This design comes from an exercise in tuning for small area, a short achievable clock period and few clock cycles on the open sky130 flow, not from production work.
The RTL was checked by simulation tests, not by an equivalence proof against the original design.
Power is estimated from default activity; no workload was simulated.

--- flow/config.mk ---
export PLATFORM = sky130hd
export DESIGN_NAME = rhythm_slot_regularity_tracker_unit
export DESIGN_NICKNAME = rhythm_slot_regularity_tracker_unit
export VERILOG_FILES = /design/flow/design.v
export SDC_FILE = /design/flow/constraint.sdc
export NUM_CORES = 4
export LEC_CHECK = 0
export CAP_MARGIN = 20
export CORE_MARGIN = 2
export CORE_UTILIZATION = 70
export PLACE_DENSITY = 0.8
export SLEW_MARGIN = 20
--- flow/constraint.sdc ---
create_clock -name core_clock -period 10.0 [get_ports {aclk}]
set_input_delay 2.0000 -clock core_clock [delete_from_list [all_inputs] [get_ports {aclk}]]
set_output_delay 2.0000 -clock core_clock [all_outputs]
set_load 0.01 [all_outputs]
--- flow/design.v ---
`timescale 1ns / 1ps
`default_nettype none
package rsrt_pkg;
    localparam int SLOT_COUNT = 16;
    localparam int COUNT_BITS = 8;
    localparam int SLOT_W     = $clog2(SLOT_COUNT);
    localparam int SUM_W      = COUNT_BITS + SLOT_W;
    localparam int CNT_W      = SLOT_W + 1;
    localparam int NUM_W      = SUM_W + 1;
    localparam int DEN_W      = CNT_W + 1;
    localparam int DCNT_W     = $clog2(NUM_W + 1);
    localparam int ADD_W      = COUNT_BITS + 9;
    localparam int PROD_W     = 16 + COUNT_BITS;
    localparam int CFG_IDX_W  = 1;
    localparam logic [1:0] REQ_ADD    = 2'd0;
    localparam logic [1:0] REQ_CLEAR  = 2'd1;
    localparam logic [1:0] REQ_SMOOTH = 2'd2;
    localparam logic [1:0] REQ_STEP   = 2'd3;
    localparam logic [1:0] CASE_NONE   = 2'd0;
    localparam logic [1:0] CASE_EMPTY  = 2'd1;
    localparam logic [1:0] CASE_HIT    = 2'd2;
    localparam logic [1:0] CASE_MISSED = 2'd3;
    localparam logic [CFG_IDX_W-1:0] CFG_ACTIVATION = 1'd0;
    localparam logic [CFG_IDX_W-1:0] CFG_RATIO      = 1'd1;
    typedef struct packed {
        logic [1:0] req_type;
        logic [3:0] slot_index;
        logic [7:0] hit_amount;
    } rsrt_in_t;
    typedef struct packed {
        logic [7:0]  smoothed_mean;
        logic [7:0]  raw_mean;
        logic        entry_dismissed;
        logic        is_active;
        logic [15:0] regularity_score;
        logic [1:0]  step_case;
    } rsrt_out_t;
    typedef struct packed {
        logic load;
        logic exec;
        logic sweep1;
        logic sweep2;
        logic div_load;
        logic div_second;
        logic div_step;
        logic fin_raw;
        logic fin_mean;
        logic out_load;
    } rsrt_cmd_t;
    typedef struct packed {
        logic       last;
        logic       div_done;
        logic [1:0] req_type;
    } rsrt_status_t;
endpackage
`default_nettype wire
`timescale 1ns / 1ps
`default_nettype none
module rhythm_slot_regularity_tracker_unit (
    input  wire logic                 aclk,
    input  wire logic                 aresetn,
    input  wire logic                 s_valid,
    output logic                      s_ready,
    input  rsrt_pkg::rsrt_in_t             s_data,
    output logic                      m_valid,
    input  wire logic                 m_ready,
    output rsrt_pkg::rsrt_out_t                 m_data,
    input  wire logic                 cfg_valid,
    output logic                      cfg_ready,
    input  wire logic [rsrt_pkg::CFG_IDX_W-1:0] cfg_index,
    input  wire logic [15:0]          cfg_data
);
    localparam logic [1:0] T_ADD    = 2'd0;
    localparam logic [1:0] T_CLEAR  = 2'd1;
    localparam logic [1:0] T_SMOOTH = 2'd2;
    localparam logic [1:0] T_STEP   = 2'd3;
    localparam logic [3:0] SM_IDLE = 4'd0;
    localparam logic [3:0] SM_MUL  = 4'd1;
    localparam logic [3:0] SM_K    = 4'd2;
    localparam logic [3:0] SM_SW   = 4'd3;
    localparam logic [3:0] SM_SWE  = 4'd8;
    localparam logic [3:0] SM_2    = 4'd4;
    localparam logic [3:0] SM_3    = 4'd5;
    localparam logic [3:0] SM_4    = 4'd6;
    localparam logic [3:0] SM_5    = 4'd7;
    assign cfg_ready = 1'b1;
    logic [7:0]  hist [16];
    logic [7:0]  refr [16];
    logic [7:0]  mean_r;
    logic [15:0] score_r;
    logic [7:0]  act_r;
    logic [7:0]  lim_r;       
    logic        lim_small;   
    logic [15:0] nz_r;
    logic        rq_v;
    logic [1:0]  rq_t;
    logic [15:0] rq_o;
    logic [7:0]  rq_a;
    logic        ex_v;
    logic [1:0]  ex_t;
    logic [15:0] ex_o;
    logic [7:0]  ex_a;
    logic [7:0]  ex_h;
    logic [7:0]  ex_r;
    logic        srdy_r;
    logic        mv_r;
    logic [35:0] out_r;
    logic        sk_v;
    logic        sk_smo;
    logic [1:0]  sk_case;
    logic [7:0]  pk_r;
    logic [7:0]  lv_r;
    logic [6:0]  p3q_r;
    logic        p3c_r;
    logic        raise_r;
    logic        raise;
    logic        p3_ok;
    logic [3:0]  sm_st;
    logic [7:0]  acc_r;
    logic        sv_r;
    logic [11:0] csa_r, csb_r;
    logic [4:0]  cn_r;
    logic        dis_r;
    logic [7:0]  raw_r;
    logic [1:0]  p1q_r;
    logic [9:0]  p1r_r;
    logic [4:0]  p1n_r;
    logic [6:0]  p1n3_r;
    logic [5:0]  p2q_r;
    logic [5:0]  p2r_r;
    logic [4:0]  p2n_r;
    logic [6:0]  p2n3_r;
    assign s_ready = srdy_r;
    assign m_valid = mv_r;
    assign m_data  = out_r;
    function automatic logic lt_cin(input logic [7:0] a, input logic [7:0] b,
                                    input logic cin);
        logic c;
        c = cin;
        for (int k = 0; k < 8; k++)
            c = (~a[k] & b[k]) | (~a[k] & c) | (b[k] & c);
        lt_cin = c;
    endfunction
    function automatic logic [4:0] pc16(input logic [15:0] v);
        logic [1:0] a [8];
        logic [2:0] b [4];
        logic [3:0] c [2];
        for (int k = 0; k < 8; k++) a[k] = {1'b0, v[2*k]} + {1'b0, v[2*k+1]};
        for (int k = 0; k < 4; k++) b[k] = {1'b0, a[2*k]} + {1'b0, a[2*k+1]};
        for (int k = 0; k < 2; k++) c[k] = {1'b0, b[2*k]} + {1'b0, b[2*k+1]};
        pc16 = {1'b0, c[0]} + {1'b0, c[1]};
    endfunction
    function automatic logic ltm8(input logic [7:0] a, input logic [7:0] b);
        logic c;
        c = 1'b0;
        for (int k = 0; k < 8; k++)
            c = (~a[k] & b[k]) | (~a[k] & c) | (b[k] & c);
        ltm8 = c;
    endfunction
    function automatic logic ge6(input logic [5:0] a, input logic [5:0] b);
        logic c;
        c = 1'b0;
        for (int k = 0; k < 6; k++)
            c = (~a[k] & b[k]) | (~a[k] & c) | (b[k] & c);
        ge6 = ~c;
    endfunction
    function automatic logic [5:0] r4(input logic [5:0] x, input logic [4:0] n,
                                      input logic [6:0] n3);
        logic g1, g2, g3;
        logic [3:0] c1, c2, c3;
        g1 = x >= {1'b0, n};
        g2 = x >= {n, 1'b0};
        g3 = x >= n3[5:0];
        c1 = x[3:0] - n[3:0];
        c2 = x[3:0] - {n[2:0], 1'b0};
        c3 = x[3:0] - n3[3:0];
        if (g3)      r4 = {2'd3, c3};
        else if (g2) r4 = {2'd2, c2};
        else if (g1) r4 = {2'd1, c1};
        else         r4 = {2'd0, x[3:0]};
    endfunction
    logic        ex_add, ex_clr, ex_smo, ex_stp;
    logic        low_mean;
    logic        x2_done;
    logic [8:0]  add_s;
    logic [7:0]  add_v;
    logic        add_ex, clr_ex, stp_ex;
    logic [15:0] score_inc, score_dec, score_nx;
    logic [1:0]  case_nx;
    logic        sm_run;
    logic        k_cyc, sw_cyc, swe_cyc;
    logic        k2;
    logic [15:0] kp_o;
    logic [15:0] kill, nz;
    logic [15:0] ref_wo;
    logic [7:0]  bus;
    assign ex_add = ex_t == T_ADD;
    assign ex_clr = ex_t == T_CLEAR;
    assign ex_smo = ex_t == T_SMOOTH;
    assign ex_stp = ex_t == T_STEP;
    assign low_mean  = mean_r < act_r;
    assign x2_done = ex_v && !sk_v && (!ex_smo || sm_st == SM_5);
    assign add_ex  = x2_done && ex_add;
    assign clr_ex  = x2_done && ex_clr;
    assign stp_ex  = x2_done && ex_stp;
    assign add_s = {1'b0, ex_h} + {1'b0, ex_a};
    assign add_v = add_s[8] ? 8'hFF : add_s[7:0];
    assign score_inc = (score_r == 16'hFFFF) ? score_r : score_r + 16'd1;
    assign score_dec = (score_r == 16'h0000) ? score_r : score_r - 16'd1;
    logic st_act, st_e, st_g, st_nz, st_inc, st_dec;
    assign st_act   = ex_stp && !low_mean;
    assign st_nz    = ex_h != 8'd0;
    assign st_e     = !st_nz && ex_r == 8'd0;
    assign st_g     = ltm8(ex_r, ex_h);
    assign st_inc   = st_act && (st_e || st_g);
    assign st_dec   = st_act && st_nz && !st_g;
    assign case_nx  = {st_act && st_nz, st_act && (st_e || (st_nz && !st_g))};
    assign score_nx = st_inc ? score_inc : st_dec ? score_dec : score_r;
    assign ref_wo   = low_mean ? {ex_o[14:0], ex_o[15]} : ex_o;
    assign sm_run  = ex_v && ex_smo;
    assign k_cyc   = sm_run && ((sm_st == SM_IDLE && !sk_v && p3_ok && !lim_small) ||
                                sm_st == SM_K);
    assign sw_cyc  = sm_run && sm_st == SM_SW;
    assign swe_cyc = sm_run && sm_st == SM_SWE;
    assign k2   = sv_r && (sw_cyc || swe_cyc) && (ex_h != 8'd0) && (ex_h > acc_r);
    assign kp_o = {ex_o[0], ex_o[15:1]} & {16{k2}};
    always_comb begin
        for (int i = 0; i < 16; i++) begin
            nz[i]   = nz_r[i];
            kill[i] = lt_cin(hist[i], {1'b0, p3q_r}, p3c_r);
        end
    end
    assign bus = (add_ex && aresetn) ? add_v : 8'd0;
    logic [15:0] rsel;
    logic [7:0]  rd_h, rd_r, h_in, r_in;
    assign rsel = (sw_cyc ? ex_o : rq_o);
    always_comb begin
        rd_h = 8'd0;
        rd_r = 8'd0;
        for (int i = 0; i < 16; i++) begin
            rd_h = rd_h | (hist[i] & {8{rsel[i]}});
            rd_r = rd_r | (refr[i] & {8{rq_o[i]}});
        end
        if (add_ex && |(ex_o & rq_o)) h_in = add_v;
        else if (clr_ex)              h_in = 8'd0;
        else                          h_in = rd_h;
        if (stp_ex && |(ref_wo & rq_o)) r_in = low_mean ? rd_h : ex_h;
        else                            r_in = rd_r;
    end
    logic [11:0] tsa, tsb;
    logic [4:0]  tcnt;
    always_comb begin
        logic [11:0] w  [16];
        logic [11:0] l1 [11];
        logic [11:0] l2 [8];
        logic [11:0] l3 [6];
        logic [11:0] l4 [4];
        logic [11:0] l5 [3];
        for (int i = 0; i < 16; i++) w[i] = {4'd0, hist[i]};
        for (int j = 0; j < 5; j++) begin
            l1[2*j]   = w[3*j] ^ w[3*j+1] ^ w[3*j+2];
            l1[2*j+1] = ((w[3*j] & w[3*j+1]) | (w[3*j] & w[3*j+2]) |
                         (w[3*j+1] & w[3*j+2])) << 1;
        end
        l1[10] = w[15];
        for (int j = 0; j < 3; j++) begin
            l2[2*j]   = l1[3*j] ^ l1[3*j+1] ^ l1[3*j+2];
            l2[2*j+1] = ((l1[3*j] & l1[3*j+1]) | (l1[3*j] & l1[3*j+2]) |
                         (l1[3*j+1] & l1[3*j+2])) << 1;
        end
        l2[6] = l1[9];
        l2[7] = l1[10];
        for (int j = 0; j < 2; j++) begin
            l3[2*j]   = l2[3*j] ^ l2[3*j+1] ^ l2[3*j+2];
            l3[2*j+1] = ((l2[3*j] & l2[3*j+1]) | (l2[3*j] & l2[3*j+2]) |
                         (l2[3*j+1] & l2[3*j+2])) << 1;
        end
        l3[4] = l2[6];
        l3[5] = l2[7];
        for (int j = 0; j < 2; j++) begin
            l4[2*j]   = l3[3*j] ^ l3[3*j+1] ^ l3[3*j+2];
            l4[2*j+1] = ((l3[3*j] & l3[3*j+1]) | (l3[3*j] & l3[3*j+2]) |
                         (l3[3*j+1] & l3[3*j+2])) << 1;
        end
        l5[0] = l4[0] ^ l4[1] ^ l4[2];
        l5[1] = ((l4[0] & l4[1]) | (l4[0] & l4[2]) | (l4[1] & l4[2])) << 1;
        l5[2] = l4[3];
        tsa   = l5[0] ^ l5[1] ^ l5[2];
        tsb   = ((l5[0] & l5[1]) | (l5[0] & l5[2]) | (l5[1] & l5[2])) << 1;
        tcnt  = pc16(nz);
    end
    logic [7:0] peak_eff;
    logic [6:0] p3q_nx;
    logic       p3c_nx;
    assign raise    = ltm8(pk_r, lv_r);
    assign peak_eff = raise ? lv_r : pk_r;
    assign p3_ok = !raise && !raise_r;
    always_comb begin
        logic r1, r0, b, n1, n0;
        logic [7:0] q;
        r1 = 1'b0;
        r0 = 1'b0;
        for (int i = 7; i >= 0; i--) begin
            b    = pk_r[i];
            q[i] = r1 | (r0 & b);
            n1   = (r0 & ~b) | (r1 & b);
            n0   = (~r1 & ~r0 & b) | (r1 & ~b);
            r1   = n1;
            r0   = n0;
        end
        p3q_nx = q[6:0];
        p3c_nx = r1 | r0;
    end
    logic [11:0] d1_s;
    logic [6:0]  d1_n3;
    logic [5:0]  d1_o;
    assign d1_s  = csa_r + csb_r;
    assign d1_n3 = {2'b0, cn_r} + {1'b0, cn_r, 1'b0};
    assign d1_o  = r4(d1_s[11:6], cn_r, d1_n3);
    logic [5:0] d2_a, d2_b;
    assign d2_a = r4(p1r_r[9:4], p1n_r, p1n3_r);
    assign d2_b = r4({d2_a[3:0], p1r_r[3:2]}, p1n_r, p1n3_r);
    logic [5:0] d3_o;
    logic [7:0] d3_q;
    logic       d3_nz, d3_rnd;
    logic [7:0] raw_nx;
    logic [7:0] mean_nx;
    logic       act_nx;
    assign d3_o    = r4(p2r_r, p2n_r, p2n3_r);
    assign d3_q    = {p2q_r, d3_o[5:4]};
    assign d3_nz   = p2n_r != 5'd0;
    assign raw_nx  = d3_nz ? d3_q : 8'd0;
    logic [5:0] p2q_inc;
    logic       hi_gt, hi_eq;
    logic [3:0] rc [4];
    logic [3:0] rnd_d, gt_d, ge_d;
    logic [7:0] mq_d [4];
    logic [7:0] mi_d [4];
    assign p2q_inc = p2q_r + 6'd1;
    assign hi_gt   = ltm8({2'b0, act_r[7:2]}, {2'b0, p2q_r});
    assign hi_eq   = p2q_r == act_r[7:2];
    always_comb begin
        rc[0] = p2r_r[3:0];
        rc[1] = p2r_r[3:0] - p2n_r[3:0];
        rc[2] = p2r_r[3:0] - {p2n_r[2:0], 1'b0};
        rc[3] = p2r_r[3:0] - p2n3_r[3:0];
        for (int d = 0; d < 4; d++) begin
            rnd_d[d] = !ltm8({3'b0, rc[d], 1'b0}, {3'b0, p2n_r});
            gt_d[d]  = hi_gt || (hi_eq && 2'(d) > act_r[1:0]);
            ge_d[d]  = hi_gt || (hi_eq && 2'(d) >= act_r[1:0]);
            mq_d[d]  = {p2q_r, 2'(d)};
            mi_d[d]  = (d == 3) ? {p2q_inc, 2'd0} : {p2q_r, 2'(d + 1)};
        end
    end
    always_comb begin
        logic [1:0] d;
        d       = d3_o[5:4];
        d3_rnd  = rnd_d[d];
        mean_nx = !d3_nz ? 8'd0 : d3_rnd ? mi_d[d] : mq_d[d];
        act_nx  = d3_nz && (d3_rnd ? ge_d[d] : gt_d[d]);
    end
    logic [35:0] res;
    always_comb begin
        if (sk_v)
            res = {mean_r, sk_smo ? raw_r : 8'd0, sk_smo && dis_r, mean_r > act_r,
                   score_r, sk_case};
        else if (ex_smo)
            res = {mean_nx, raw_r, dis_r, act_nx, score_r, 2'd0};
        else
            res = {mean_r, 8'd0, 1'b0, mean_r > act_r, score_nx, case_nx};
    end
    logic accept, advance, out_free, rq_v_n, ex_v_n, ex_smo_n, sk_v_n, x2c_n;
    logic [3:0] sm_st_n;
    assign accept   = s_valid && srdy_r;
    assign advance  = rq_v && (!ex_v || x2_done);
    assign out_free = !mv_r || m_ready;
    assign rq_v_n   = accept || (rq_v && !advance);
    assign ex_v_n   = advance || (ex_v && !x2_done);
    assign ex_smo_n = advance ? (rq_t == T_SMOOTH) : ex_smo;
    assign sk_v_n   = sk_v ? !out_free : (x2_done && !out_free);
    always_comb begin
        sm_st_n = sm_st;
        if (sm_run) begin
            unique case (sm_st)
                SM_IDLE: if (!sk_v && p3_ok) sm_st_n = lim_small ? SM_MUL : SM_2;
                SM_MUL:  if (ex_o[7]) sm_st_n = SM_K;
                SM_K:    sm_st_n = SM_SW;
                SM_SW:   if (ex_o[15]) sm_st_n = SM_SWE;
                SM_SWE:  sm_st_n = SM_2;
                SM_2:    sm_st_n = SM_3;
                SM_3:    sm_st_n = SM_4;
                SM_4:    sm_st_n = SM_5;
                SM_5:    if (!sk_v) sm_st_n = SM_IDLE;
                default: sm_st_n = SM_IDLE;
            endcase
        end
    end
    assign x2c_n = !ex_v_n || (!sk_v_n && (!ex_smo_n || sm_st_n == SM_5));
    always_ff @(posedge aclk) begin
        if (!aresetn) begin
            rq_v   <= 1'b0;
            ex_v   <= 1'b0;
            srdy_r <= 1'b1;
            mv_r   <= 1'b0;
            sk_v   <= 1'b0;
            sm_st  <= SM_IDLE;
        end else begin
            rq_v   <= rq_v_n;
            ex_v   <= ex_v_n;
            srdy_r <= !rq_v_n || x2c_n;
            sk_v   <= sk_v_n;
            mv_r   <= sk_v || x2_done || (mv_r && !m_ready);
            sm_st  <= sm_st_n;
        end
    end
    always_ff @(posedge aclk) begin
        if (accept) begin
            rq_t <= s_data.req_type;
            rq_a <= s_data.hit_amount;
            rq_o <= 16'd1 << ((s_data.req_type == T_STEP) ? s_data.slot_index - 4'd1
                                                         : s_data.slot_index);
        end
        if (advance) begin
            ex_t <= rq_t;
            ex_a <= rq_a;
            ex_o <= rq_o;
            ex_h <= h_in;
            ex_r <= r_in;
        end else if (sm_run && sm_st == SM_IDLE) begin
            ex_o <= 16'd1;
        end else if (k_cyc || sw_cyc || (sm_run && sm_st == SM_MUL)) begin
            ex_o <= k_cyc ? 16'd1 : {ex_o[14:0], ex_o[15]};
            ex_h <= rd_h;
        end
        if (out_free && (sk_v || x2_done)) out_r <= res;
        if (!sk_v && x2_done && !out_free) begin
            sk_smo  <= ex_smo;
            sk_case <= case_nx;
        end
    end
    always_ff @(posedge aclk) begin
        for (int i = 0; i < 16; i++) begin
            if (!aresetn || clr_ex || (k_cyc && kill[i]) || kp_o[i])
                nz_r[i] <= 1'b0;
            else if (add_ex && ex_o[i] && ex_a != 8'd0)
                nz_r[i] <= 1'b1;
        end
    end
    always_ff @(posedge aclk) begin
        for (int i = 0; i < 16; i++) begin
            if (!aresetn || clr_ex || (k_cyc && kill[i]) ||
                (add_ex && ex_o[i]) || kp_o[i])
                hist[i] <= bus;
        end
        if (!aresetn) begin
            for (int i = 0; i < 16; i++) refr[i] <= 8'd0;
            mean_r  <= 8'd0;
            score_r <= 16'd0;
            act_r   <= 8'd4;
            lim_r     <= 8'hFF;
            lim_small <= 1'b0;
        end else begin
            if (cfg_valid) begin
                if (cfg_index == 1'b0) act_r <= cfg_data[7:0];
                else begin
                    lim_r     <= cfg_data[7:0];
                    lim_small <= cfg_data[15:8] == 8'd0;
                end
            end
            for (int i = 0; i < 16; i++) begin
                if (stp_ex && ref_wo[i])
                    refr[i] <= hist[i];
            end
            if (stp_ex) score_r <= score_nx;
            if (x2_done && ex_smo) mean_r <= mean_nx;
        end
    end
    always_ff @(posedge aclk) begin
        if (!aresetn || clr_ex) begin
            pk_r  <= 8'd0;
            lv_r  <= 8'd0;
            p3q_r <= 7'd0;
            p3c_r <= 1'b0;
            raise_r <= 1'b0;
        end else begin
            raise_r <= raise;
            pk_r  <= (k_cyc && lim_small) ? 8'd0 : peak_eff;
            lv_r  <= add_ex ? add_v
                   : (sv_r && (sw_cyc || swe_cyc) && !k2) ? ex_h : 8'd0;
            p3q_r <= p3q_nx;
            p3c_r <= p3c_nx;
        end
    end
    always_ff @(posedge aclk) begin
        if (sm_run) begin
            if (sm_st == SM_IDLE) acc_r <= 8'd0;
            if (sm_st == SM_MUL) begin
                acc_r <= 8'(({1'b0, acc_r} + (|(lim_r & ex_o[7:0]) ? {1'b0, pk_r} : 9'd0)) >> 1);
            end
            sv_r <= sw_cyc;
            if (k_cyc || sm_st == SM_2) begin
                csa_r <= tsa;
                csb_r <= tsb;
                cn_r  <= tcnt;
            end
            if (k_cyc) dis_r <= |(kill & nz);
            if (k2)    dis_r <= 1'b1;
            if (sm_st == SM_2 || sm_st == SM_3) begin
                p1q_r  <= d1_o[5:4];
                p1r_r  <= {d1_o[3:0], d1_s[5:0]};
                p1n_r  <= cn_r;
                p1n3_r <= d1_n3;
            end
            if (sm_st == SM_3 || sm_st == SM_4) begin
                p2q_r  <= {p1q_r, d2_a[5:4], d2_b[5:4]};
                p2r_r  <= {d2_b[3:0], p1r_r[1:0]};
                p2n_r  <= p1n_r;
                p2n3_r <= p1n3_r;
            end
            if (sm_st == SM_4) raw_r <= raw_nx;
        end
    end
endmodule
`default_nettype wire
--- flow/run.sh ---
#!/bin/bash
# synth_recipe.tcl (not shown) runs the flow's synth.tcl, then flattens the netlist and writes it again
# the make line also repeats each setting of config.mk as NAME=value (left out here)
make -C /OpenROAD-flow-scripts/flow DESIGN_CONFIG=/design/flow/config.mk WORK_HOME=/design/flow/orfs CLKGATE_MAP_FILE= SYNTH_SCRIPT=/design/flow/synth_recipe.tcl finish
==> run notes, run 1 <==
post-synthesis net count=~3,500; cell at the root of the clock tree=sky130_fd_sc_hd__clkbuf_16; buffer depth of the longest clock path=3; summed negative setup slack over all endpoints=0 ns; summed instance area of the synthesized netlist=32,400 µm²; Synth cell types=just under 100; number of routed nets with antenna violations=0; transition time at the pin with the least slew margin=roughly 1.2 ns; Final WS setup=5.41 ns; Setup Buffers After CTS=0; Worst Path Max Fanout=37; via count of the routed design=approximately 28,000; commonest cells in the netlist=sky130_fd_sc_hd__edfxtp_1, sky130_fd_sc_hd__inv_1, sky130_fd_sc_hd__nand2_1, sky130_fd_sc_hd__dfxtp_1, sky130_fd_sc_hd__nor2_1; most frequent cell on the critical path=sky130_fd_sc_hd__a21oi_1; clock tree from TritonCTS=done; post-route cell area=approximately 36,000 µm²; power density normalized to cell area=~170 nW/µm²; Final Hold Fails=0; cells after synthesis=between 3,000 and 4,000; number of detailed-route iterations in the first pass=7; biggest area consumer among synthesized cells=sky130_fd_sc_hd__edfxtp_1; area of the placeable core=45,500 µm²; setup repair after global routing missed its margin=no; Crit Path Class=reg -> reg; flip-flop and latch count after synthesis=between 500 and 600; gr usage total=between 40% and 50%; total of warnings raised by yosys=15; overflow left after global routing=0; estimated wirelength of the detail-placed design=between 80,000 and 90,000 µm; global-route wire length before repair=between 150,000 and 200,000 µm; maximum operating frequency=218 MHz; total clock buffers created by CTS=between 50 and 60; cell area after placement=33,700 µm²; number of resized instances in the post-cts repair step=0; average via count per standard cell=just over 7; clock net sink count=roughly 540; EDFF count, synth=~320; critical path endpoint category=register; share of the synthesized area in the top cell type=about 30%; R2R Setup Slk=5.41 ns; Top Family by Delay on Critical Path=compound AO/OA/AOI/OAI gates; biggest area contributors in the synthesized netlist=sky130_fd_sc_hd__edfxtp_1, sky130_fd_sc_hd__dfxtp_1, sky130_fd_sc_hd__fa_1, sky130_fd_sc_hd__ha_1, sky130_fd_sc_hd__mux2i_1; dpl ws=5.29 ns; leakage power figure=roughly 14 nW; max-cap violations=0; Initial DRC Count=~4,400; fin crit period=~4.6 ns; cell type of the slowest stage on the worst timing path=sky130_fd_sc_hd__nand2_2; total wire length after detailed routing=about 120,000 µm; Seq/Total Area, Yosys=between 40 and 50%; Std-Cell Rows=78; starting density of the core=just over 70%; number of top-level pins=75; Buffers & Inverters on Critical Path=1; ratio of cells with drive above 1 in the final layout=6.69%; floorplan die width=around 220 µm; crit path cell chain=inv_1 -> ha_1 -> a21oi_1 -> nand2_1 -> a21oi_1 -> nand2_2 -> mux2_2 -> a2111oi_0 -> a41oi_2 -> mux2i_1; initial antenna violation count=2; clock-pin slew on the worst setup and hold paths=~0.07 ns; y dimension of the die=219 µm; Required @ worst endpoint=between 10 and 15 ns; final setup violation count=0; area added between synthesis and finish=10.2%; # DRC=0; deepest level of the CTS H-tree=2; hold-fix buffers at CTS=0; proportion of synthesized flip-flops having asynchronous set or reset=0%; post-synthesis average cell area=a little over 10 µm²; endpoint arrival time on the critical path=just under 5 ns; largest net degree at the start of global routing=between 100 and 150; routed len/inst=about 30 µm; class of the tightest hold or removal check=reg -> reg; kind of start point of the critical path=register; Final period util=45.9%; via count of the first global-routing pass=around 28,000; Slew Viols, Final=0; Buffers on Ports=73; overall power=approximately 6.1 mW; die area=48,000 µm²; maximum vdd ir drop=0.276 mV; Final Net Count=around 3,500; result of the run=finished clean; flip-flop cell with the highest count after synthesis=sky130_fd_sc_hd__edfxtp_1; slowest stage delay, CP=0.78 ns; library cell with the highest instance count after synthesis=sky130_fd_sc_hd__edfxtp_1; relative slew slack=about 22%; worst-case clock skew=~0.023 ns; Placer Congestion=between 1 and 1.5; clock latency (worst-skew pair)=roughly 0.64 ns
## stage by stage
step / instances / hold slack (ns) / util (%)
after floorplan: 3204 / 0.400 / -
after global placement: 3781 / 0.405 / 74.0
after detailed placement: 3783 / 0.408 / 74.0
after CTS: 3887 / 0.423 / 78.4
after global routing: 3888 / 0.435 / 78.4
final: 3888 / 0.421 / 78.4
## area by class of cell
class | count | area [µm²]
Multi-Input combinational cell | 2230 | 16700
Sequential cell | 542 | 14100
Fill cell | 2850 | 9830
Clock buffer | 66 | 1510
Inverter | 296 | 1110
Timing Repair Buffer | 115 | 1050
Tap cell | 600 | 751
Clock inverter | 38 | 449
Antenna cell | 1 | 2.50
## worst paths after layout
kind / start / to / cells past startpoint
worst max register to register: act_r[6] / ex_r[4] / 10
worst min register to register: p1r_r[1] / p2r_r[1] / 0
worst min-delay path: p1r_r[1] / p2r_r[1] / 0
worst max-delay path: act_r[6] / ex_r[4] / 10
## routing by layer
metal | up-vias | wire length [µm] | track usage [%]
li1 | 11700 | - | -
met2 | 2453 | 50300 | 73.0
met3 | 695 | 16200 | 15.0
met5 | - | 0 | 0.104
met1 | 13400 | 37800 | 57.3
met4 | 0 | 11000 | 37.7
## sequential cells by signal (all words and copies together), names as in the netlist, 10 cells and up
signal	count
hist	128
refr	128
out_r	36
ex_o	16
nz_r	16
rq_o	16
score_r	16
csa_r	11
csb_r	10
p1r_r	10
## kinds of logic (layout without fill, tap and decap cells)
logic type               count (synthesis)  after routing  share of synthesized area, %
multiplexers                           139            139                          4.41
AO/OA/AOI/OAI                          848            848                          17.9
flip-flops                             542            542                          43.5
AND/OR/NAND/NOR                        889            889                          13.2
buffers and inverters                  432            515                          5.07
other                                    1              2                        0.0116
adder cells (fa/ha/maj)                294            294                          14.3
XOR/XNOR                                59             59                          1.60
## power by group
group | switching, mW | internal, mW
sequential | 0.144 | 2.51
combinational | 0.724 | 0.488
clock | 0.932 | 1.33
total | 1.80 | 4.33
## layout by cell type, fill, tap and decap left out, types with 13 or more instances in the layout
master / netlist / final
sky130_fd_sc_hd__nand3_1: 61 / 61
sky130_fd_sc_hd__xnor2_1: 36 / 36
sky130_fd_sc_hd__buf_4: 1 / 42
sky130_fd_sc_hd__nand2b_1: 63 / 63
sky130_fd_sc_hd__a211oi_1: 18 / 18
sky130_fd_sc_hd__xor2_1: 23 / 23
sky130_fd_sc_hd__nor3_1: 44 / 43
sky130_fd_sc_hd__clkbuf_16: 0 / 58
sky130_fd_sc_hd__a22oi_1: 66 / 66
sky130_fd_sc_hd__and2_1: 39 / 39
sky130_fd_sc_hd__maj3_1: 22 / 22
sky130_fd_sc_hd__clkdlybuf4s50_1: 0 / 73
sky130_fd_sc_hd__nand4_1: 34 / 34
sky130_fd_sc_hd__or4_1: 13 / 13
sky130_fd_sc_hd__edfxtp_1: 323 / 323
sky130_fd_sc_hd__mux2_2: 28 / 28
sky130_fd_sc_hd__fa_1: 133 / 133
sky130_fd_sc_hd__o21ai_0: 164 / 164
sky130_fd_sc_hd__o211ai_1: 17 / 17
sky130_fd_sc_hd__inv_1: 293 / 292
sky130_fd_sc_hd__a22o_1: 62 / 62
sky130_fd_sc_hd__mux2i_1: 111 / 111
sky130_fd_sc_hd__nor2b_1: 54 / 53
sky130_fd_sc_hd__dfxtp_1: 219 / 219
sky130_fd_sc_hd__ha_1: 137 / 137
sky130_fd_sc_hd__o22ai_1: 22 / 22
sky130_fd_sc_hd__a21o_1: 40 / 40
sky130_fd_sc_hd__nor4_1: 14 / 14
sky130_fd_sc_hd__a221oi_1: 54 / 54
sky130_fd_sc_hd__a21oi_1: 211 / 210
sky130_fd_sc_hd__nand2_1: 283 / 283
sky130_fd_sc_hd__nor2_1: 218 / 215
sky130_fd_sc_hd__a31oi_1: 25 / 25
Testbench counts, summed over its fixed seeds: cycles 24,435.
==> run 2, diff against run 1 <==
--- a/flow/config.mk
+++ b/flow/config.mk
@@ -6,7 +6,7 @@
 export NUM_CORES = 4
 export LEC_CHECK = 0
+export ABC_AREA = 1
 export CAP_MARGIN = 20
 export CORE_MARGIN = 2
-export CORE_UTILIZATION = 70
-export PLACE_DENSITY = 0.8
+export CORE_UTILIZATION = 40
 export SLEW_MARGIN = 20
==> run 2 against run 1 <==
Compared with the run above:
- register-to-register slack improved by 0.09 ns
- routed wire length fell by 2.9%
- synthesized area rose by 2.5%
- core utilization decreased by 33 points
- critical endpoint is now ex_o[1]
- largest power group unchanged
==> run notes, run 2 <==
endpoint arrival time on the critical path=4.70 ns (-0.23 ns); number of top-level pins=75 (unchanged); Largest regs=hist x128, refr x128, out_r x36; result of the run=finished clean; Buffers on Ports=73 (unchanged); biggest area contributors in the synthesized netlist=sky130_fd_sc_hd__edfxtp_1, sky130_fd_sc_hd__dfxtp_1, sky130_fd_sc_hd__fa_1, sky130_fd_sc_hd__inv_1, sky130_fd_sc_hd__nand2_1; floorplan die width=292 µm (+33%); ratio of cells with drive above 1 in the final layout=5.93% (-0.76 points); global-route wire length before repair=167,000 µm (-1.6%); max-cap violations=0 (unchanged); clock-pin slew on the worst setup and hold paths=0.07 ns (about the same); routed len/inst=22.2 µm (-25%); share of the synthesized area in the top cell type=29.2% (-0.74 points); Placer Congestion=0.989 (-8.8%); summed negative setup slack over all endpoints=0 ns (unchanged); clock latency (worst-skew pair)=0.64 ns (about the same); Slew Viols, Final=0 (unchanged); power density normalized to cell area=175 nW/µm² (+2.0%); final setup violation count=0 (unchanged); deepest level of the CTS H-tree=2 (unchanged); summed instance area of the synthesized netlist=33,200 µm² (+2.5%); relative slew slack=21.7% (-0.42 points); largest net degree at the start of global routing=85 (-25%); flip-flop and latch count after synthesis=542 (unchanged); EDFF count, synth=323 (unchanged); cells after synthesis=3,856 (+20%); gr usage total=25.9% (-22 points); maximum vdd ir drop=0.149 mV (-46%); R2R Setup Slk=5.50 ns (+0.09 ns); Worst Path Max Fanout=22 (-41%); library cell with the highest instance count after synthesis=sky130_fd_sc_hd__inv_1; leakage power figure=15.4 nW (+11%); post-synthesis net count=4,162 (+19%); maximum operating frequency=222 MHz (+2.0%); y dimension of the die=292 µm (+33%); Seq/Total Area, Yosys=42.5% (-1.1 points); worst slack on hold paths=0.417 ns (-0.00339 ns); clock net sink count=542 (unchanged); Initial DRC Count=3,054 (-30%); hold-fix buffers at CTS=0 (unchanged); via count of the routed design=27,800 (-1.5%); class of the tightest hold or removal check=reg -> reg; critical path endpoint category=register; Required @ worst endpoint=10.20 ns (-0.14 ns); capture point of the worst reg-to-reg path=ex_o[1]; initial antenna violation count=4 (+2); Final Hold Fails=0 (unchanged); biggest area consumer among synthesized cells=sky130_fd_sc_hd__edfxtp_1; area of the placeable core=82,100 µm² (+81%); total of warnings raised by yosys=15 (unchanged); Synth cell types=70 (-28%); worst hold path depth=0 (unchanged); launch instance of the worst min-delay path=rq_a[4]; average via count per standard cell=5.52 (-24%); FF-to-FF path depth=10 (unchanged); cell area after placement=35,000 µm² (+3.9%); Final period util=45.0% (-0.90 points); cell at the root of the clock tree=sky130_fd_sc_hd__clkbuf_16; # DRC=0 (unchanged); Setup Buffers After CTS=0 (unchanged); die area=85,300 µm² (+78%); worst-case clock skew=0.0139 ns (-0.00940 ns); commonest cells after routing, fill and taps aside=sky130_fd_sc_hd__inv_1, sky130_fd_sc_hd__nand2_1, sky130_fd_sc_hd__edfxtp_1, sky130_fd_sc_hd__a21oi_1, sky130_fd_sc_hd__o21ai_0; via count of the first global-routing pass=26,200 (-5.1%); post-route cell area=37,000 µm² (+3.7%); estimated wirelength of the detail-placed design=85,000 µm (+2.5%); fin crit period=4.50 ns (-0.0902 ns); number of routed nets with antenna violations=0 (unchanged); commonest cells in the netlist=sky130_fd_sc_hd__inv_1, sky130_fd_sc_hd__nand2_1, sky130_fd_sc_hd__edfxtp_1, sky130_fd_sc_hd__a21oi_1, sky130_fd_sc_hd__o21ai_0; buffer depth of the longest clock path=3 (unchanged); Final Net Count=4,218 (+19%); number of detailed-route iterations in the first pass=7 (unchanged); total clock buffers created by CTS=60 (+7.1%); transition time at the pin with the least slew margin=1.17 ns (+0.00399 ns); area added between synthesis and finish=11.5%; flip-flop cell with the highest count after synthesis=sky130_fd_sc_hd__edfxtp_1; kind of start point of the critical path=register; worst-case hold path end point=ex_a[4]; Std-Cell Rows=105 (+35%); post-synthesis average cell area=8.60 µm² (-15%); overflow left after global routing=0 (unchanged); setup repair after global routing missed its margin=no; starting density of the core=40.4% (-31 points); most frequent standard cell in the layout excluding fill and tap cells=sky130_fd_sc_hd__inv_1; number of resized instances in the post-cts repair step=0 (unchanged); proportion of synthesized flip-flops having asynchronous set or reset=0% (unchanged); total wire length after detailed routing=112,000 µm (-2.9%); Crit Path Class=reg -> reg; r2r startpoint=ex_t[0]; clock tree from TritonCTS=done
-- run 2: cell types whose count changed after synthesis, moves of 48 or more --
cell | previous run | this run
sky130_fd_sc_hd__a22oi_1 | 66 | 4
sky130_fd_sc_hd__o21ai_0 | 164 | 254
sky130_fd_sc_hd__nand2_1 | 283 | 659
sky130_fd_sc_hd__a221oi_1 | 54 | 6
sky130_fd_sc_hd__o22ai_1 | 22 | 109
sky130_fd_sc_hd__a21oi_1 | 211 | 314
sky130_fd_sc_hd__nand2b_1 | 63 | 0
sky130_fd_sc_hd__nand3_1 | 61 | 188
sky130_fd_sc_hd__nor2b_1 | 54 | 0
sky130_fd_sc_hd__mux2i_1 | 111 | 5
sky130_fd_sc_hd__inv_1 | 293 | 700
sky130_fd_sc_hd__a22o_1 | 62 | 1
sky130_fd_sc_hd__clkbuf_1 | 121 | 61
-- run 2: stage by stage --
stage | total power, mW | instances | util, % | worst slack (ns)
final | 6.48 | 5037 | 45.0 | 5.50
after global routing | 6.82 | 5033 | 45.0 | 4.94
after CTS | 6.51 | 5033 | 45.0 | 5.48
after detailed placement | 4.29 | 4920 | 42.6 | 5.45
after global placement | 4.27 | 4920 | 42.6 | 5.46
after floorplan | 3.68 | 3856 | - | 5.73
-- run 2: per-layer routing --
layer / global-route usage [%] / vias up / part of all wire (%)
met4: 11.4 / 4 / 4.7
met5: 0 / - / 0.024
met1: 35.5 / 13200 / 42
li1: - / 13100 / -
met3: 5.56 / 234 / 9.6
met2: 39.2 / 1374 / 44
-- run 2: cells by family after synthesis --
family | synth area share [%]
buffers and inverters | 9.91
XOR/XNOR | 1.48
AND/OR/NAND/NOR | 15.7
AO/OA/AOI/OAI | 17.2
flip-flops | 42.5
multiplexers | 0.151
adder cells (fa/ha/maj) | 13.2
other | 0.0113
-- run 2: power breakdown --
group	internal, mW	leakage (nW)	total, mW	switching, mW
registers	2.55	4.93	2.67	0.120
clock network	1.25	0.942	2.23	0.977
logic	0.588	9.53	1.59	0.998
-- run 2: how the worst max path moves through the flow --
| stage | startpoint | endpoint | slack, ns | cells after the start |
|---|---|---|---|---|
| after floorplan | m_ready | out_r[0] | 5.73 | 2 |
| after global placement | aresetn | hist[7][0] | 5.46 | 4 |
| after detailed placement | aresetn | hist[7][0] | 5.45 | 4 |
| after CTS | p1r_r[4] | p2r_r[3] | 5.48 | 18 |
| after global routing | p1r_r[4] | p2r_r[3] | 4.94 | 18 |
| final | ex_t[0] | ex_o[1] | 5.50 | 10 |
-- run 2: layout make-up --
class	count	area, µm²
Antenna cell	4	10.0
Tap cell	1070	1340
Inverter	722	2710
Fill cell	8020	45100
Timing Repair Buffer	112	1020
Sequential cell	542	14100
Clock inverter	40	358
Multi-Input combinational cell	2474	15800
Clock buffer	73	1600
-- run 2: worst max-delay path, cell delays in order, from the launching register on --
cell                       delay [ns]
sky130_fd_sc_hd__edfxtp_1        0.48
sky130_fd_sc_hd__inv_2           0.12
sky130_fd_sc_hd__nand2_4         0.09
sky130_fd_sc_hd__o21ai_2         0.31
sky130_fd_sc_hd__nor2_4          0.09
sky130_fd_sc_hd__inv_2           0.12
sky130_fd_sc_hd__nand2_2         0.08
sky130_fd_sc_hd__nand2_1         0.62
sky130_fd_sc_hd__inv_1           0.69
sky130_fd_sc_hd__nor2_2          0.79
sky130_fd_sc_hd__nand2_1         0.67
==> run 3, diff against run 2 <==
--- a/flow/config.mk
+++ b/flow/config.mk
@@ -6,5 +6,4 @@
 export NUM_CORES = 4
 export LEC_CHECK = 0
-export ABC_AREA = 1
 export CAP_MARGIN = 20
 export CORE_MARGIN = 2
==> run 3 against run 2 <==
Compared with the run above:
- still clean on timing, DRC and antenna
- clock skew increased by 0.023 ns
- non-clock buffer count increased by 7
- cell count decreased by 13%
- power decreased by 5.3%
- via count decreased by 5.8%
- hold slack about the same
- register-to-register slack got worse by 0.03 ns
- core utilization increased by 0.30 points
- routed wire length increased by 2.5%
- global-route usage increased by 1.2 points
- critical path type unchanged
- largest cell class unchanged
==> run notes, run 3 <==
result of the run=finished clean; most frequent standard cell in the layout excluding fill and tap cells=sky130_fd_sc_hd__edfxtp_1; largest net degree at the start of global routing=83 (-2.4%); y dimension of the die=288 µm (-1.2%); critical path launch point=p3q_r[2]; commonest cells after routing, fill and taps aside=sky130_fd_sc_hd__edfxtp_1, sky130_fd_sc_hd__inv_1, sky130_fd_sc_hd__nand2_1, sky130_fd_sc_hd__dfxtp_1, sky130_fd_sc_hd__nor2_1; cells after synthesis=3,204 (-17%); power share of the sequential group=43.2% (+2.0 points); initial antenna violation count=1 (-3); FF-to-FF path depth=4 (-6); via count of the first global-routing pass=24,800 (-5.2%); area of the placeable core=80,300 µm² (-2.2%); Detail Route met2 WL=50,600 µm (+3.7%); r2r startpoint=p3q_r[2]; biggest area consumer among synthesized cells=sky130_fd_sc_hd__edfxtp_1; clock net sink count=542 (unchanged); P_int=4.37 mW (-0.34%); # placed instances=4,247 (-14%); library cell with the highest instance count after synthesis=sky130_fd_sc_hd__edfxtp_1; global-route wire length before repair=166,000 µm (-0.50%); switching power=1.77 mW (-16%); total clock buffers created by CTS=59 (-1.7%); starting density of the core=40.3% (-0.10 points); Buffers on Ports=73 (unchanged); max-cap violations=0 (unchanged); layout filler cell count=7,627 (-4.9%); estimated wirelength of the detail-placed design=84,600 µm (-0.39%); post-synthesis average cell area=10.1 µm² (+17%); flip-flop cell with the highest count after synthesis=sky130_fd_sc_hd__edfxtp_1; gr usage total=27.1% (+1.2 points); switching share of power=28.8% (-3.5 points); endpoint arrival time on the critical path=4.79 ns (+0.09 ns); summed negative setup slack over all endpoints=0 ns (unchanged); worst-case clock skew=0.0364 ns (+0.0225 ns); buffer depth of the longest clock path=3 (unchanged); count of placed standard cells in the final layout, fillers left out=4,359 (-13%); proportion of synthesized flip-flops having asynchronous set or reset=0% (unchanged); number of resized instances in the post-cts repair step=0 (unchanged); met3 routed WL=10,300 µm (-3.5%); worst slack on hold paths=0.417 ns (+0.000243 ns); summed instance area of the synthesized netlist=32,400 µm² (-2.5%); class of the tightest hold or removal check=reg -> reg; maximum operating frequency=221 MHz (-0.68%); number of routed nets with antenna violations=0 (unchanged); Synth cell types=97 (+39%); flip-flop and latch count after synthesis=542 (unchanged); total of warnings raised by yosys=15 (unchanged); Slew Viols, Final=0 (unchanged); transition time at the pin with the least slew margin=1.14 ns (-0.0334 ns); number of detailed-route iterations in the first pass=6 (-1); Final WS setup=5.47 ns (-0.0307 ns); critical path endpoint category=register; share of the synthesized area in the top cell type=30.0% (+0.74 points); Final Hold Fails=0 (unchanged); Setup Buffers After CTS=0 (unchanged); leakage power figure=14.0 nW (-9.3%); overflow left after global routing=0 (unchanged); commonest cells in the netlist=sky130_fd_sc_hd__edfxtp_1, sky130_fd_sc_hd__inv_1, sky130_fd_sc_hd__nand2_1, sky130_fd_sc_hd__dfxtp_1, sky130_fd_sc_hd__nor2_1; cell at the root of the clock tree=sky130_fd_sc_hd__clkbuf_16; Final Net Count=3,554 (-16%); number of diodes=0 (-4); combinational share of power=18.3% (-6.2 points); Worst Path Max Fanout=18 (-18%); Seq/Total Area, Yosys=43.5% (+1.1 points); area added between synthesis and finish=12.5%; # DRC=0 (unchanged); Placer Congestion=0.983 (-0.61%); Std-Cell Rows=104 (-0.95%); clock latency (worst-skew pair)=0.64 ns (about the same); Post-Route M1 WL=46,800 µm (-0.73%); final setup violation count=0 (unchanged); die area=83,200 µm² (-2.4%); capture point of the worst reg-to-reg path=hist[9][7]; relative slew slack=24.0% (+2.3 points); post-synthesis net count=3,510 (-16%); clock-pin slew on the worst setup and hold paths=0.06 ns (about the same); biggest area contributors in the synthesized netlist=sky130_fd_sc_hd__edfxtp_1, sky130_fd_sc_hd__dfxtp_1, sky130_fd_sc_hd__fa_1, sky130_fd_sc_hd__ha_1, sky130_fd_sc_hd__mux2i_1; kind of start point of the critical path=register; Largest regs=hist x128, refr x128, out_r x36; clock tree from TritonCTS=done; dpl ws=5.33 ns (-0.118 ns); total wire length after detailed routing=115,000 µm (+2.5%); topmost layer with routed signal wires=met5; Crit Path Class=reg -> reg; average via count per standard cell=6.01 (+8.8%); deepest level of the CTS H-tree=2 (unchanged); setup repair after global routing missed its margin=no; maximum vdd ir drop=0.138 mV (-7.5%); number of top-level pins=75 (unchanged); Final period util=45.3% (+0.31 points); power density normalized to cell area=169 nW/µm² (-3.8%); part of the total power dissipated in the clock network=38.6% (+4.2 points); EDFF count, synth=323 (unchanged); floorplan die width=288 µm (-1.2%); hold-fix buffers at CTS=0 (unchanged); Required @ worst endpoint=10.27 ns (+0.07 ns); ratio of cells with drive above 1 in the final layout=7.12% (+1.2 points); CP endpoint=hist[9][7]; routed len/inst=26.3 µm (+18%); R2R Setup Slk=5.47 ns (-0.03 ns); via count of the routed design=26,200 (-5.8%); fin crit period=4.53 ns (+0.0307 ns); Initial DRC Count=3,222 (+5.5%)
-- run 3: cell count changes after synthesis, sizes merged, moves of 54 or more --
cell / before / now
inv: 715 / 295
nand2: 672 / 286
o21ai: 317 / 168
nand3: 192 / 63
mux2i: 5 / 111
a21oi: 316 / 211
o22ai: 109 / 22
nand2b: 0 / 63
a22oi: 4 / 66
a22o: 1 / 62
clkbuf: 61 / 121
nor2b: 0 / 54
-- run 3: power groups by stage --
stage                     sequential (mW)  combinational (mW)  clock, mW
after floorplan                      2.60               0.818          0
after global placement               2.69                1.10          0
after detailed placement             2.69                1.14          0
after CTS                            2.64                1.14       2.39
after global routing                 2.65                1.30       2.49
final                                2.65                1.12       2.37
-- run 3: critical path, cell delays in order, from the launching register on --
cell	delay, ns
sky130_fd_sc_hd__dfxtp_1	1.07
sky130_fd_sc_hd__clkinv_1	1.04
sky130_fd_sc_hd__maj3_1	0.68
sky130_fd_sc_hd__a311oi_1	0.76
sky130_fd_sc_hd__a221o_1	0.59
-- run 3: area by class of cell --
cell class / count / area [µm²] / share of cell area [%]
tap: 1060 / 1330 / 3.64
clock inverter: 39 / 472 / 1.30
multi-input combinational: 2230 / 16700 / 45.8
sequential: 542 / 14100 / 38.7
clock buffer: 73 / 1640 / 4.51
timing repair buffer: 119 / 1080 / 2.96
inverter: 296 / 1110 / 3.06
-- run 3: cells by family (layout without fill, tap and decap cells) --
group,after synthesis,after routing,synth area share (%)
simple gates,889,889,13.2
compound gates,848,848,17.9
flops,542,542,43.5
buf+inv,432,527,5.07
fa+ha+maj,294,294,14.3
mux,139,139,4.41
xor+xnor,59,59,1.60
other cells,1,1,0.0116
-- run 3: how the worst min path moves through the flow --
stage                        start       end  cells after the start  slack [ns]
final                     p1r_r[0]  p2r_r[0]                      0        0.42
after global routing      p1r_r[0]  p2r_r[0]                      0        0.42
after CTS                 p1r_r[0]  p2r_r[0]                      0        0.42
after detailed placement  p1r_r[0]  p2r_r[0]                      0        0.40
after global placement     rq_a[7]   ex_a[7]                      0        0.40
after floorplan            rq_a[0]   ex_a[0]                      0        0.40
-- run 3: metrics by stage --
stage | cell area [µm²] | power [mW] | utilization [%]
2_1_floorplan | 32400 | 3.42 | -
5_1_grt | 36400 | 6.43 | 45.3
3_5_place_dp | 34300 | 3.82 | 42.7
4_1_cts | 36400 | 6.18 | 45.3
6_report | 36400 | 6.14 | 45.3
3_3_place_gp | 34300 | 3.79 | 42.7
-- run 3: metal layers --
metal	GRT usage [%]	vias up
li1	-	11700
met3	5.21	338
met2	42.1	1392
met5	0	-
met4	14.4	2
met1	35.9	12800
==> run 4, diff against run 3 <==
--- a/flow/design.v
+++ b/flow/design.v
@@ -119,4 +119,5 @@
     logic [7:0]  acc_r;
     logic        sv_r;
+    logic        sw_r;        
     logic [11:0] csa_r, csb_r;
     logic [4:0]  cn_r;
@@ -234,5 +235,5 @@
     logic [15:0] rsel;
     logic [7:0]  rd_h, rd_r, h_in, r_in;
-    assign rsel = (sw_cyc ? ex_o : rq_o);
+    assign rsel = (rq_o & {16{!sw_r}}) | (ex_o & {16{sw_r}});
     always_comb begin
         rd_h = 8'd0;
@@ -405,5 +406,7 @@
             sk_v   <= 1'b0;
             sm_st  <= SM_IDLE;
+            sw_r   <= 1'b0;
         end else begin
+            sw_r   <= sm_run && sm_st_n == SM_SW;
             rq_v   <= rq_v_n;
             ex_v   <= ex_v_n;
==> run 4 against run 3 <==
Compared with the run above:
- still clean on timing, DRC and antenna
- core utilization up 0.27 points
- sequential power about the same
- hold slack better by 0.0013 ns
- maximum frequency down 11%
- die area down 1.0%
- worst setup slack worse by 0.53 ns
- via count down 0.27%
- count of clock-buffer cells in the layout up 11
- largest cell class unchanged
- largest power group unchanged
- highest routed layer is now met4
==> run notes, run 4 <==
result of the run=finished clean; ratio of cells with drive above 1 in the final layout=6.74% (-0.38 points); Placer Congestion=0.994 (+1.2%); # DRC=0 (unchanged); Final Hold Fails=0 (unchanged); largest net degree at the start of global routing=101 (+22%); area added between synthesis and finish=12.7%; total clock buffers created by CTS=60 (+1.7%); gr usage total=27.3% (+0.18 points); crit path cell chain=inv_1 -> ha_1 -> nand2b_1 -> a21boi_0 -> o21ai_0 -> a211oi_1 -> o21ai_0 -> mux2i_1 -> ha_1 -> a21o_1 -> a21o_1 -> a21oi_1 -> o21ai_0 -> a31oi_1 -> mux2_2 -> a222oi_1; dpl ws=4.93 ns (-0.403 ns); cell area after placement=33,900 µm² (-0.99%); clock latency (worst-skew pair)=0.65 ns (about the same); # placed instances=4,242 (-0.12%); deepest level of the CTS H-tree=2 (unchanged); Top Family by Delay on Critical Path=compound AO/OA/AOI/OAI gates; post-synthesis average cell area=9.98 µm² (-1.2%); initial antenna violation count=2 (+1); most frequent cell on the critical path=sky130_fd_sc_hd__o21ai_0; biggest area contributors in the synthesized netlist=sky130_fd_sc_hd__edfxtp_1, sky130_fd_sc_hd__dfxtp_1, sky130_fd_sc_hd__fa_1, sky130_fd_sc_hd__ha_1, sky130_fd_sc_hd__a21oi_1; proportion of synthesized flip-flops having asynchronous set or reset=0% (unchanged); Worst Path Max Fanout=7 (-11); final setup violation count=0 (unchanged); hold-fix buffers at CTS=0 (unchanged); overflow left after global routing=0 (unchanged); launch instance of the worst min-delay path=p1r_r[0]; leakage power figure=13.8 nW (-0.97%); Required @ worst endpoint=10.42 ns (+0.15 ns); R2R Setup Slk=4.94 ns (-0.53 ns); Final WS setup=4.94 ns (-0.535 ns); clock tree from TritonCTS=done; Seq/Total Area, Yosys=44.1% (+0.52 points); count of placed standard cells in the final layout, fillers left out=4,358 (-0.023%); Largest regs=hist x128, refr x128, out_r x36; biggest area consumer among synthesized cells=sky130_fd_sc_hd__edfxtp_1; summed negative setup slack over all endpoints=0 ns (unchanged); flip-flop and latch count after synthesis=543 (+0.18%); global-route wire length before repair=166,000 µm (+0.22%); endpoint arrival time on the critical path=5.48 ns (+0.69 ns); capture point of the worst reg-to-reg path=p2r_r[3]; number of top-level pins=75 (unchanged); starting density of the core=40.5% (+0.16 points); routed len/inst=26.2 µm (-0.59%); estimated wirelength of the detail-placed design=83,400 µm (-1.5%); library cell with the highest instance count after synthesis=sky130_fd_sc_hd__edfxtp_1; number of resized instances in the post-cts repair step=0 (unchanged); critical path endpoint category=register; Synth cell types=86 (-11%); transition time at the pin with the least slew margin=1.14 ns (+0.00438 ns); relative slew slack=23.2% (-0.77 points); summed instance area of the synthesized netlist=32,000 µm² (-1.0%); cell type of the slowest stage on the worst timing path=sky130_fd_sc_hd__a211oi_1; area of the placeable core=79,100 µm² (-1.4%); total wire length after detailed routing=114,000 µm (-0.62%); clock-pin slew on the worst setup and hold paths=0.06 ns (about the same); Final period util=50.6% (+5.3 points); flip-flop cell with the highest count after synthesis=sky130_fd_sc_hd__edfxtp_1; average via count per standard cell=6.00 (-0.25%); Buffers & Inverters on Critical Path=1 (unchanged); die area=82,300 µm² (-1.0%); maximum vdd ir drop=0.133 mV (-3.8%); worst hold path depth=0 (unchanged); via count of the first global-routing pass=25,000 (+0.80%); commonest cells in the netlist=sky130_fd_sc_hd__edfxtp_1, sky130_fd_sc_hd__inv_1, sky130_fd_sc_hd__nand2_1, sky130_fd_sc_hd__a21oi_1, sky130_fd_sc_hd__nor2_1; number of diodes=0 (unchanged); number of routed nets with antenna violations=0 (unchanged); r2r startpoint=p1r_r[5]; maximum operating frequency=198 MHz (-11%); total of warnings raised by yosys=15 (unchanged); post-synthesis net count=3,515 (+0.14%); max-cap violations=0 (unchanged); Slew Viols, Final=0 (unchanged); cells after synthesis=3,209 (+0.16%); EDFF count, synth=323 (unchanged); commonest cells after routing, fill and taps aside=sky130_fd_sc_hd__edfxtp_1, sky130_fd_sc_hd__inv_1, sky130_fd_sc_hd__nand2_1, sky130_fd_sc_hd__a21oi_1, sky130_fd_sc_hd__dfxtp_1; setup repair after global routing missed its margin=no; cell at the root of the clock tree=sky130_fd_sc_hd__clkbuf_16; Buffers on Ports=73 (unchanged); number of detailed-route iterations in the first pass=8 (+2); share of the synthesized area in the top cell type=30.3% (+0.32 points); worst-case clock skew=0.0349 ns (-0.00155 ns); FF-to-FF path depth=16 (+12); post-route cell area=36,100 µm² (-0.85%); Crit Path Class=reg -> reg; y dimension of the die=287 µm (-0.52%); slowest stage delay, CP=0.68 ns (-0.39 ns); floorplan die width=287 µm (-0.52%); power density normalized to cell area=172 nW/µm² (+1.8%); kind of start point of the critical path=register; worst-case hold path end point=p2r_r[0]; fin crit period=5.06 ns (+0.535 ns); Initial DRC Count=3,431 (+6.5%); class of the tightest hold or removal check=reg -> reg; Final Net Count=3,562 (+0.23%); most frequent standard cell in the layout excluding fill and tap cells=sky130_fd_sc_hd__edfxtp_1; buffer depth of the longest clock path=3 (unchanged); Std-Cell Rows=103 (-0.96%); via count of the routed design=26,100 (-0.27%); Setup Buffers After CTS=0 (unchanged); clock net sink count=543 (+0.18%)
-- run 4: cell count changes in the layout (fill, tap and decap cells not counted), moves of 9 or more --
cell	delta
sky130_fd_sc_hd__mux2i_1	-57
sky130_fd_sc_hd__o21ai_0	+33
sky130_fd_sc_hd__a21oi_1	+26
sky130_fd_sc_hd__o22ai_1	+24
sky130_fd_sc_hd__a221oi_1	+16
sky130_fd_sc_hd__a2111oi_0	+15
sky130_fd_sc_hd__nand2b_1	-13
sky130_fd_sc_hd__a22oi_1	-11
sky130_fd_sc_hd__or3_1	+10
sky130_fd_sc_hd__nor2b_1	-9
sky130_fd_sc_hd__xor2_1	+9
-- run 4: worst reg2reg max path, cell delays in order (launching register included) --
cell and delay [ns]:
sky130_fd_sc_hd__edfxtp_1 0.52, sky130_fd_sc_hd__inv_1 0.08, sky130_fd_sc_hd__ha_1 0.30, sky130_fd_sc_hd__nand2b_1 0.07, sky130_fd_sc_hd__a21boi_0 0.16, sky130_fd_sc_hd__o21ai_0 0.12, sky130_fd_sc_hd__a211oi_1 0.68, sky130_fd_sc_hd__o21ai_0 0.30
sky130_fd_sc_hd__mux2i_1 0.54, sky130_fd_sc_hd__ha_1 0.38, sky130_fd_sc_hd__a21o_1 0.17, sky130_fd_sc_hd__a21o_1 0.17, sky130_fd_sc_hd__a21oi_1 0.13, sky130_fd_sc_hd__o21ai_0 0.09, sky130_fd_sc_hd__a31oi_1 0.44, sky130_fd_sc_hd__mux2_2 0.39
sky130_fd_sc_hd__a222oi_1 0.32
-- run 4: how the worst max path moves through the flow --
stage	startpoint	endpoint	slack, ns	cells after the start
floorplan	m_ready	out_r[0]	5.79	2
global route	p1r_r[5]	p2r_r[3]	4.49	16
global placement	p1r_r[5]	p2r_r[3]	4.98	16
finish	p1r_r[5]	p2r_r[3]	4.94	16
detailed placement	p1r_r[5]	p2r_r[3]	4.93	16
CTS	p1r_r[5]	p2r_r[3]	4.88	16
-- run 4: metrics by stage --
step | power, mW | util (%) | hold WS, ns
after floorplan | 3.46 | - | 0.400
after global placement | 3.85 | 42.9 | 0.402
after detailed placement | 3.88 | 42.9 | 0.408
after CTS | 6.23 | 45.6 | 0.422
after global routing | 6.50 | 45.6 | 0.422
final | 6.20 | 45.6 | 0.419
-- run 4: final cells by class --
class | instances | area [µm²]
multi-input cells | 2223 | 16300
flip-flops and latches | 543 | 14100
fillers | 7540 | 43000
clock buffers | 84 | 1730
inverters | 302 | 1140
well taps | 1050 | 1310
repair buffers | 126 | 1150
clock inverters | 30 | 387
-- run 4: power breakdown --
part	internal [mW]	switching, mW
clock network	1.41	0.956
registers	2.52	0.145
logic	0.479	0.690
-- run 4: kinds of logic (layout without fill, tap and decap cells) --
logic type	Yosys count	count (layout)	synth area share, %
adder cells (fa/ha/maj)	303	303	14.7
flip-flops	543	543	44.1
other	1	1	0.0117
XOR/XNOR	73	73	2.00
AO/OA/AOI/OAI	908	908	18.6
multiplexers	86	86	2.83
buffers and inverters	443	542	5.27
AND/OR/NAND/NOR	852	852	12.5
-- run 4: routing by layer --
layer	share of wire [%]	track usage, %	vias to the layer above	wire length, µm
met2	43	41.3	1406	49300
met3	11	7.20	337	12300
met1	41	36.5	12700	46300
li1	-	-	11700	-
met5	0	0	-	0
met4	5.4	12.5	0	6140
Testbench counts of run 4, summed over its fixed seeds: cycles 24,435.
==> run 5, diff against run 4 <==
--- a/flow/design.v
+++ b/flow/design.v
@@ -119,5 +119,4 @@
     logic [7:0]  acc_r;
     logic        sv_r;
-    logic        sw_r;        
     logic [11:0] csa_r, csb_r;
     logic [4:0]  cn_r;
@@ -235,5 +234,5 @@
     logic [15:0] rsel;
     logic [7:0]  rd_h, rd_r, h_in, r_in;
-    assign rsel = (rq_o & {16{!sw_r}}) | (ex_o & {16{sw_r}});
+    assign rsel = (sw_cyc ? ex_o : rq_o);
     always_comb begin
         rd_h = 8'd0;
@@ -320,6 +319,15 @@
     assign d1_o  = r4(d1_s[11:6], cn_r, d1_n3);
     logic [5:0] d2_a, d2_b;
+    logic [5:0] d2_bk [4];
+    always_comb begin
+        logic [3:0] ck [4];
+        ck[0] = p1r_r[7:4];
+        ck[1] = p1r_r[7:4] - p1n_r[3:0];
+        ck[2] = p1r_r[7:4] - {p1n_r[2:0], 1'b0};
+        ck[3] = p1r_r[7:4] - p1n3_r[3:0];
+        for (int k = 0; k < 4; k++) d2_bk[k] = r4({ck[k], p1r_r[3:2]}, p1n_r, p1n3_r);
+    end
     assign d2_a = r4(p1r_r[9:4], p1n_r, p1n3_r);
-    assign d2_b = r4({d2_a[3:0], p1r_r[3:2]}, p1n_r, p1n3_r);
+    assign d2_b = d2_bk[d2_a[5:4]];
     logic [5:0] d3_o;
     logic [7:0] d3_q;
@@ -406,7 +414,5 @@
             sk_v   <= 1'b0;
             sm_st  <= SM_IDLE;
-            sw_r   <= 1'b0;
         end else begin
-            sw_r   <= sm_run && sm_st_n == SM_SW;
             rq_v   <= rq_v_n;
             ex_v   <= ex_v_n;
@@ -496,4 +502,10 @@
     end
     always_ff @(posedge aclk) begin
+        p1q_r  <= d1_o[5:4];
+        p1r_r  <= {d1_o[3:0], d1_s[5:0]};
+        p1n_r  <= cn_r;
+        p1n3_r <= d1_n3;
+    end
+    always_ff @(posedge aclk) begin
         if (sm_run) begin
             if (sm_st == SM_IDLE) acc_r <= 8'd0;
@@ -509,10 +521,4 @@
             if (k_cyc) dis_r <= |(kill & nz);
             if (k2)    dis_r <= 1'b1;
-            if (sm_st == SM_2 || sm_st == SM_3) begin
-                p1q_r  <= d1_o[5:4];
-                p1r_r  <= {d1_o[3:0], d1_s[5:0]};
-                p1n_r  <= cn_r;
-                p1n3_r <= d1_n3;
-            end
             if (sm_st == SM_3 || sm_st == SM_4) begin
                 p2q_r  <= {p1q_r, d2_a[5:4], d2_b[5:4]};
==> run 5 against run 4 <==
Compared with the run above:
- core utilization is 0.10 points lower
- cell count is 3.2% higher
- synthesized cell count is 3.8% higher
- synthesized area is 3.7% higher
- highest routed layer is now met5
- still clean
- routed wire length is 0.50% higher
- clock power is 6% higher
- die area is 3.6% higher
- critical path depth is 6 lower
==> run notes, run 5 <==
result of the run=finished clean; Required @ worst endpoint=10.34 ns (-0.08 ns); endpoint arrival time on the critical path=4.64 ns (-0.84 ns); Largest regs=hist x128, refr x128, out_r x36; Synth cell types=91 (+5.8%); most frequent cell on the critical path=sky130_fd_sc_hd__fa_1; overall power=7.36 mW (+19%); Slew Viols, Final=0 (unchanged); floorplan die width=292 µm (+1.8%); global-route wire length before repair=168,000 µm (+1.4%); fin crit period=4.30 ns (-0.766 ns); routed len/inst=25.5 µm (-2.6%); # placed instances=4,374 (+3.1%); buffer depth of the longest clock path=3 (unchanged); total clock buffers created by CTS=66 (+10%); max-cap violations=0 (unchanged); summed negative setup slack over all endpoints=0 ns (unchanged); via count of the first global-routing pass=25,400 (+1.5%); maximum vdd ir drop=0.110 mV (-17%); total wire length after detailed routing=115,000 µm (+0.50%); Top Family by Delay on Critical Path=adder cells; share of the synthesized area in the top cell type=27.2% (-3.1 points); relative slew slack=21.6% (-1.6 points); number of top-level pins=75 (unchanged); clock latency (worst-skew pair)=0.62 ns (-0.03 ns); y dimension of the die=292 µm (+1.8%); proportion of synthesized flip-flops having asynchronous set or reset=0% (unchanged); estimated wirelength of the detail-placed design=84,600 µm (+1.4%); kind of start point of the critical path=register; total of warnings raised by yosys=17 (+2); most frequent standard cell in the layout excluding fill and tap cells=sky130_fd_sc_hd__nor2_1; average via count per standard cell=6.00 (+0.11%); flip-flop and latch count after synthesis=542 (-0.18%); overflow left after global routing=0 (unchanged); Final Net Count=3,706 (+4.0%); biggest area contributors in the synthesized netlist=sky130_fd_sc_hd__edfxtp_1, sky130_fd_sc_hd__dfxtp_1, sky130_fd_sc_hd__fa_1, sky130_fd_sc_hd__ha_1, sky130_fd_sc_hd__mux2i_1; number of diodes=0 (unchanged); final setup violation count=0 (unchanged); power density normalized to cell area=197 nW/µm² (+15%); area of the placeable core=82,100 µm² (+3.8%); gr usage total=26.4% (-0.88 points); summed instance area of the synthesized netlist=33,200 µm² (+3.7%); critical path endpoint category=register; starting density of the core=40.4% (about the same); Setup Buffers After CTS=0 (unchanged); # DRC=0 (unchanged); crit path cell chain=inv_1 -> fa_1 -> inv_1 -> fa_1 -> inv_1 -> fa_1 -> fa_1 -> fa_1 -> inv_1 -> fa_1; flip-flop cell with the highest count after synthesis=sky130_fd_sc_hd__edfxtp_1; Placer Congestion=0.968 (-2.7%)
==> run 5: changes by cell type in the layout (fill, tap and decap cells not counted), moves of 30 or more <==
cell	previous run	this run
sky130_fd_sc_hd__mux2i_1	54	165
sky130_fd_sc_hd__a22oi_1	55	107
sky130_fd_sc_hd__o21ai_0	196	116
sky130_fd_sc_hd__nor2_1	219	323
sky130_fd_sc_hd__a22o_1	60	30
sky130_fd_sc_hd__a21oi_1	236	157
==> run 5: cell type report <==
cell class / count / area [µm²] / share of cell area, %
clock buffer: 96 / 1940 / 5.20
tap: 1070 / 1340 / 3.58
sequential: 542 / 13900 / 37.1
timing repair buffer: 116 / 1050 / 2.82
multi-input combinational: 2346 / 17700 / 47.4
clock inverter: 25 / 328 / 0.877
inverter: 301 / 1130 / 3.03
==> run 5: worst reg2reg max path, cell delays in order, from the launching register on <==
cell and delay [ns]:
sky130_fd_sc_hd__edfxtp_1 0.57, sky130_fd_sc_hd__inv_1 0.12, sky130_fd_sc_hd__fa_1 0.54, sky130_fd_sc_hd__inv_1 0.05, sky130_fd_sc_hd__fa_1 0.52, sky130_fd_sc_hd__inv_1 0.06, sky130_fd_sc_hd__fa_1 0.53, sky130_fd_sc_hd__fa_1 0.55
sky130_fd_sc_hd__fa_1 0.58, sky130_fd_sc_hd__inv_1 0.07, sky130_fd_sc_hd__fa_1 0.45
==> run 5: stage by stage <==
stage               util, %  instance area (µm²)  setup WS, ns  hold WS, ns
finish                 45.5                37400          5.70        0.343
CTS                    45.5                37300          5.72        0.348
floorplan                 -                33200          5.76        0.323
global placement       42.7                35100          5.37        0.334
global route           45.5                37400          5.55        0.350
detailed placement     42.7                35100          5.36        0.335
==> run 5: metal layers <==
metal  up-vias  GRT usage [%]
met5         -              0
met1     13100           35.8
li1      12100              -
met4         2           11.7
met3       315           5.77
met2      1457           40.4
==> run 5: logic make-up (layout without fill, tap and decap cells) <==
logic type               count (synthesis)  in the layout  synth area share [%]
AND/OR/NAND/NOR                        990            990                  14.1
AO/OA/AOI/OAI                          773            773                  16.4
flip-flops                             542            542                  41.8
buffers and inverters                  442            538                  5.06
adder cells (fa/ha/maj)                313            313                  14.7
multiplexers                           193            193                  5.93
XOR/XNOR                                76             76                  2.01
other                                    1              1                0.0113
==> run 5: worst paths after layout <==
path | slack (ns) | start | cells past startpoint | endpoint
hold reg to reg | 0.34 | csa_r[1] | 0 | p1r_r[1]
setup / recovery | 5.70 | hist[0][7] | 10 | csa_r[7]
hold / removal | 0.34 | csa_r[1] | 0 | p1r_r[1]
setup reg to reg | 5.70 | hist[0][7] | 10 | csa_r[7]
==> run 5: power breakdown <==
part	total (mW)	internal (mW)	leakage [nW]	switching, mW
combinational	2.14	0.868	8.54	1.28
clock	2.52	1.52	1.11	1.00
sequential	2.70	2.53	4.91	0.166
total	7.36	4.92	14.6	2.45
Testbench counts of run 5, summed over its fixed seeds: cycles 24,435.

[re-timing with driven ports]
The flow's constraints put no driver on any port. The routed layouts listed below were extracted and timed again, unchanged, in two steps. Step 1 sets driving cells, clkbuf_16 on the clock port and buf_2 on the other inputs (assumed; they add their load-dependent delay and slew). Step 2 times the ports against the registers' clock, not the clock port: input delays grow and output delays shrink by t, the midpoint of the rising clock arrivals with the driver on. a / b / c = no drivers / after step 1 / after step 2; a / b = the first two.
run	t, ns	setup WS [ns]
run 1	0.684	5.412 / 5.413 / 5.298
run 2	0.698	5.503 / 5.503 / 5.435
run 3	0.693	5.472 / 5.472 / 5.388
run 4	0.698	4.937 / 4.937 / 4.937
run 5	0.681	5.703 / 5.703 / 5.273
After both steps setup and hold are still met in every run listed.
